Context: an optimization exercise on an open-source flow, tuned for small area. The choices shown serve that exercise and are no tape-out recipe.
Where RTL was checked, it was by simulation tests only, not by an equivalence proof against the original.

==> module wb_regfile, before the edit <==
module wb_regfile #(
   parameter int DATA_W = 32,
   parameter int ADDR_W = 5,
   parameter int CNT_W  = 16
) (
   input  logic              clk,
   input  logic              rst_n,
   input  logic              MemtoReg_WB,
   input  logic              RegWrite_WB,
   input  logic [DATA_W-1:0] dmReadData_WB,
   input  logic [DATA_W-1:0] ALUResult_WB,
   input  logic [ADDR_W-1:0] Dst_WB,
   input  logic [ADDR_W-1:0] ReadReg1_ID,
   input  logic [ADDR_W-1:0] ReadReg2_ID,
   output logic [DATA_W-1:0] ReadData1_ID,
   output logic [DATA_W-1:0] ReadData2_ID,
   output logic [DATA_W-1:0] WriteData_WB,
   output logic [CNT_W-1:0]  CommitCount
);
   localparam int NREGS = 1 << ADDR_W;
   logic [DATA_W-1:0] regs_q [1:NREGS-1];
   logic [CNT_W-1:0]  commit_q;
   logic              wr_qual;
   logic [DATA_W-1:0] wdata;        
   logic [NREGS-1:1]  wen;          
   logic [NREGS-1:1]  sel1, sel2;   
   assign WriteData_WB = MemtoReg_WB ? dmReadData_WB : ALUResult_WB;
   assign wr_qual      = rst_n & RegWrite_WB & (Dst_WB != '0);
   assign wdata        = WriteData_WB & {DATA_W{rst_n}};
   always_comb begin
      for (int i = 1; i < NREGS; i++) begin
         wen[i]  = !rst_n || (RegWrite_WB && (Dst_WB == ADDR_W'(i)));
         sel1[i] = rst_n && (ReadReg1_ID == ADDR_W'(i));
         sel2[i] = rst_n && (ReadReg2_ID == ADDR_W'(i));
      end
   end
   always_ff @(posedge clk) begin
      for (int i = 1; i < NREGS; i++) begin
         if (wen[i]) regs_q[i] <= wdata;
      end
   end
   always_ff @(posedge clk) begin
      if (!rst_n) begin
         commit_q <= '0;
      end else if (wr_qual && (commit_q != '1)) begin
         commit_q <= commit_q + 1'b1;
      end
   end
   always_comb begin
      ReadData1_ID = '0;
      ReadData2_ID = '0;
      for (int i = 1; i < NREGS; i++) begin
         ReadData1_ID = ReadData1_ID | (regs_q[i] & {DATA_W{sel1[i]}});
         ReadData2_ID = ReadData2_ID | (regs_q[i] & {DATA_W{sel2[i]}});
      end
   end
   assign CommitCount = commit_q;
endmodule
Settings: LEC_CHECK=0, CAP_MARGIN=20, CORE_MARGIN=2, CORE_UTILIZATION=40, SETUP_SLACK_MARGIN=0.5, SLEW_MARGIN=20; clock period 6.5 ns.
run.sh (not shown) runs the stock make flow with config.mk's settings and CLKGATE_MAP_FILE= SYNTH_SCRIPT=/design/flow/synth_recipe.tcl, a recipe that flattens the netlist after the stock synthesis.
The first run went through all stages and came out clean.
Edit:
==> flow/design.v (replaced) <==
module wb_regfile #(
   parameter int DATA_W = 32,
   parameter int ADDR_W = 5,
   parameter int CNT_W  = 16
) (
   input  logic              clk,
   input  logic              rst_n,
   input  logic              MemtoReg_WB,
   input  logic              RegWrite_WB,
   input  logic [DATA_W-1:0] dmReadData_WB,
   input  logic [DATA_W-1:0] ALUResult_WB,
   input  logic [ADDR_W-1:0] Dst_WB,
   input  logic [ADDR_W-1:0] ReadReg1_ID,
   input  logic [ADDR_W-1:0] ReadReg2_ID,
   output logic [DATA_W-1:0] ReadData1_ID,
   output logic [DATA_W-1:0] ReadData2_ID,
   output logic [DATA_W-1:0] WriteData_WB,
   output logic [CNT_W-1:0]  CommitCount
);
   localparam int NREGS = 1 << ADDR_W;
   logic [DATA_W-1:0] regs_q [0:NREGS-1];
   logic [CNT_W-1:0]  commit_q;
   logic [CNT_W-1:0]  commit_d;
   logic              wr_qual;
   assign WriteData_WB = MemtoReg_WB ? dmReadData_WB : ALUResult_WB;
   assign wr_qual      = rst_n & RegWrite_WB & (Dst_WB != '0);
   always_comb begin
      commit_d = commit_q;
      if (wr_qual && (commit_q != '1)) begin
         commit_d = commit_q + 1'b1;
      end
   end
   always_ff @(posedge clk) begin
      if (!rst_n) begin
         for (int i = 0; i < NREGS; i++) begin
            regs_q[i] <= '0;
         end
         commit_q <= '0;
      end else begin
         if (wr_qual) begin
            regs_q[Dst_WB] <= WriteData_WB;
         end
         commit_q <= commit_d;
      end
   end
   always_comb begin
      ReadData1_ID = regs_q[ReadReg1_ID];
      ReadData2_ID = regs_q[ReadReg2_ID];
      if (!rst_n || (ReadReg1_ID == '0)) begin
         ReadData1_ID = '0;
      end
      if (!rst_n || (ReadReg2_ID == '0)) begin
         ReadData2_ID = '0;
      end
   end
   assign CommitCount = commit_q;
endmodule
=> Final area rises by 13%. Setup slack is better by 0.14 ns. Critical path depth falls by 1. Global-route usage falls by 13 points. Utilization falls by 2.5 points. Cell count rises by 11%. Sequential share of layout area falls by 4.6 points.
The RTL of the first run of this note was laid out without a check of its function.

========
P:
wb_regfile, a different RTL version from the one above (not shown whole).
Size in the first run: about 3300 cells after synthesis.
==> module wb_regfile, before the edit <==
module wb_regfile #(
   parameter int DATA_W = 32,
   parameter int ADDR_W = 5,
   parameter int CNT_W  = 16
) (
   input  logic              clk,
   input  logic              rst_n,
   input  logic              MemtoReg_WB,
   input  logic              RegWrite_WB,
   input  logic [DATA_W-1:0] dmReadData_WB,
   input  logic [DATA_W-1:0] ALUResult_WB,
   input  logic [ADDR_W-1:0] Dst_WB,
   input  logic [ADDR_W-1:0] ReadReg1_ID,
   input  logic [ADDR_W-1:0] ReadReg2_ID,
   output logic [DATA_W-1:0] ReadData1_ID,
   output logic [DATA_W-1:0] ReadData2_ID,
   output logic [DATA_W-1:0] WriteData_WB,
   output logic [CNT_W-1:0]  CommitCount
);
   localparam int NREGS = 1 << ADDR_W;
   logic [DATA_W-1:0] regs_q [1:NREGS-1];    
   logic [DATA_W-1:0] regs_d [1:NREGS-1];
   logic              phase_q;
   logic [CNT_W-1:0]  commit_q;
   logic [CNT_W:0]    commit_c;     
   logic              wr_qual;
   logic [DATA_W-1:0] wdata_n;      
   logic [NREGS-1:1]  wen;          
   logic [NREGS-1:1]  sel1, sel2;   
   logic              rd1_any, rd2_any;
   logic [DATA_W-1:0] rd1_raw, rd2_raw;
   assign WriteData_WB = MemtoReg_WB ? dmReadData_WB : ALUResult_WB;
   assign wr_qual      = rst_n & RegWrite_WB & (Dst_WB != '0);
   assign wdata_n = ~{DATA_W{rst_n}} | (WriteData_WB ^ {DATA_W{phase_q}});
   always_comb begin
      for (int i = 1; i < NREGS; i++) begin
         wen[i]  = !rst_n || (RegWrite_WB && (Dst_WB == ADDR_W'(i)));
         sel1[i] = rst_n && (ReadReg1_ID == ADDR_W'(i));
         sel2[i] = rst_n && (ReadReg2_ID == ADDR_W'(i));
      end
   end
   for (genvar i = 1; i < NREGS; i++) begin : g_reg
      for (genvar b = 0; b < DATA_W; b++) begin : g_bit
         wb_regfile_nxt u_nxt (
            .q(regs_q[i][b]), .we(wen[i]), .we_n(~wen[i]), .wd_n(wdata_n[b]),
            .d(regs_d[i][b])
         );
      end
   end
   always_ff @(posedge clk) begin
      phase_q <= rst_n & ~phase_q;
      for (int i = 1; i < NREGS; i++) begin
         regs_q[i] <= regs_d[i];
      end
   end
   assign commit_c[0] = wr_qual & ~&commit_q;
   for (genvar k = 0; k < CNT_W; k++) begin : g_cnt
      assign commit_c[k+1] = commit_c[k] & commit_q[k];
   end
   always_ff @(posedge clk) begin
      commit_q <= {CNT_W{rst_n}} & (commit_q ^ commit_c[CNT_W-1:0]);
   end
   for (genvar b = 0; b < DATA_W; b++) begin : g_rd
      logic [NREGS-1:1] col;
      for (genvar i = 1; i < NREGS; i++) begin : g_col
         assign col[i] = regs_q[i][b];
      end
      wb_regfile_rdsel #(.N(NREGS-1)) u_rd1 (.sel(sel1), .d(col), .y(rd1_raw[b]));
      wb_regfile_rdsel #(.N(NREGS-1)) u_rd2 (.sel(sel2), .d(col), .y(rd2_raw[b]));
   end
   assign rd1_any = rst_n && (ReadReg1_ID != '0);
   assign rd2_any = rst_n && (ReadReg2_ID != '0);
   assign ReadData1_ID = rd1_raw ^ {DATA_W{phase_q & rd1_any}};
   assign ReadData2_ID = rd2_raw ^ {DATA_W{phase_q & rd2_any}};
   assign CommitCount = commit_q;
endmodule
==> flow/config.mk <==
export PLATFORM = sky130hd
export DESIGN_NAME = wb_regfile
export DESIGN_NICKNAME = wb_regfile
export VERILOG_FILES = /design/flow/design.v
export SDC_FILE = /design/flow/constraint.sdc
export NUM_CORES = 4
export LEC_CHECK = 0
export CAP_MARGIN = 20
export CORE_MARGIN = 2
export CORE_UTILIZATION = 55
export CTS_BUF_LIST = sky130_fd_sc_hd__clkbuf_16
export CTS_CLUSTER_DIAMETER = 80
export CTS_CLUSTER_SIZE = 30
export PLACE_DENSITY = 0.7
export SETUP_SLACK_MARGIN = 0.1
export SLEW_MARGIN = 20
export SYNTH_HIERARCHICAL = 1
export SYNTH_MINIMUM_KEEP_SIZE = 0
==> flow/constraint.sdc <==
create_clock -name core_clock -period 6.5 [get_ports {clk}]
set_input_delay 1.3000 -clock core_clock [delete_from_list [all_inputs] [get_ports {clk}]]
set_output_delay 1.3000 -clock core_clock [all_outputs]
set_load 0.01 [all_outputs]
standard.sh (not shown) runs the stock make flow with config.mk's settings and CLKGATE_MAP_FILE= SYNTH_SCRIPT=/design/flow/synth_recipe.tcl, a recipe that flattens the netlist after the stock synthesis.
==> flow/flow/run.sh <==
#!/bin/bash
set -euo pipefail
cd "$(dirname "$0")/.."
CTS="-sink_clustering_enable -repair_clock_nets -dont_use_dummy_load"
CTS="$CTS -buf_list sky130_fd_sc_hd__clkbuf_16 -sink_clustering_size 30 -sink_clustering_max_diameter 80"
bash standard.sh \
  "BUFFER_PORTS_ARGS=-buffer_cell sky130_fd_sc_hd__buf_1" \
  "CTS_ARGS=$CTS" \
  finish > flow_make.log 2>&1
Input-level comparison between Q and P:
--- a/flow/design.v
+++ b/flow/design.v
@@ -21,9 +21,8 @@
    logic [DATA_W-1:0] regs_q [1:NREGS-1];    
    logic [DATA_W-1:0] regs_d [1:NREGS-1];
    logic              phase_q;
    logic [CNT_W-1:0]  commit_q;
-   logic [CNT_W:0]    commit_c;     
    logic              wr_qual;
    logic [DATA_W-1:0] wdata_n;      
    logic [NREGS-1:1]  wen;          
    logic [NREGS-1:1]  sel1, sel2;   
@@ -52,14 +51,14 @@
       for (int i = 1; i < NREGS; i++) begin
          regs_q[i] <= regs_d[i];
       end
    end
-   assign commit_c[0] = wr_qual & ~&commit_q;
-   for (genvar k = 0; k < CNT_W; k++) begin : g_cnt
-      assign commit_c[k+1] = commit_c[k] & commit_q[k];
-   end
    always_ff @(posedge clk) begin
-      commit_q <= {CNT_W{rst_n}} & (commit_q ^ commit_c[CNT_W-1:0]);
+      if (!rst_n) begin
+         commit_q <= '0;
+      end else if (wr_qual && (commit_q != '1)) begin
+         commit_q <= commit_q + 1'b1;
+      end
    end
    for (genvar b = 0; b < DATA_W; b++) begin : g_rd
       logic [NREGS-1:1] col;
       for (genvar i = 1; i < NREGS; i++) begin : g_col
==> summary.txt <==
Min aggregate routed wire length across P and Q: Q
Q against P: number of non-clock inverters in the layout up 21; achievable clock frequency +4.6%; later-pin clock latency in the skew report did not really move.
The run showing the greater worst clock skew is P.
Going from P to Q, count of clock-buffer cells in the layout grew by a few percent.
Final standard cell utilization of the core down 0.31 points in Q wrt P

-- what the ideal ports hide --
Ports are ideal in the flow. The routed layouts listed here were re-timed in OpenROAD. Step 1 (the two cells are an assumption about what drives the block):
set clk [get_ports {clk}]
set_driving_cell -lib_cell sky130_fd_sc_hd__clkbuf_16 $clk
set_driving_cell -lib_cell sky130_fd_sc_hd__buf_2 [delete_from_list [all_inputs] $clk]
Step 2 adds t to the input delays and takes it off the output delays; t is the mean of the earliest and latest rising clock arrival at the registers after step 1. Input paths then give back, and output paths get back, about the clock's delay inside the block. Slacks: no drivers / after step 1 / after step 2; pairs: no drivers / after step 1.
run | shift t [ns] | setup slack, ns | worst data-port slew with drivers (ns) | pins driven straight from the clock port
the first run of note 1 | 0.790 | 0.354 / 0.324 / 0.324 | 0.19 | 1
the second run of note 1 | 0.782 | 0.495 / 0.457 / 0.457 | 0.06 | 1
P | 0.692 | 0.230 / 0.202 / 0.202 | 0.20 | 1
Q | 0.706 | 0.504 / 0.468 / 0.468 | 0.04 | 1
After both steps setup and hold are still met in every run listed. The setup slack of the second run of note 1, which loses most, moves by -0.038 ns with the drivers and by -0.038 ns with both steps.
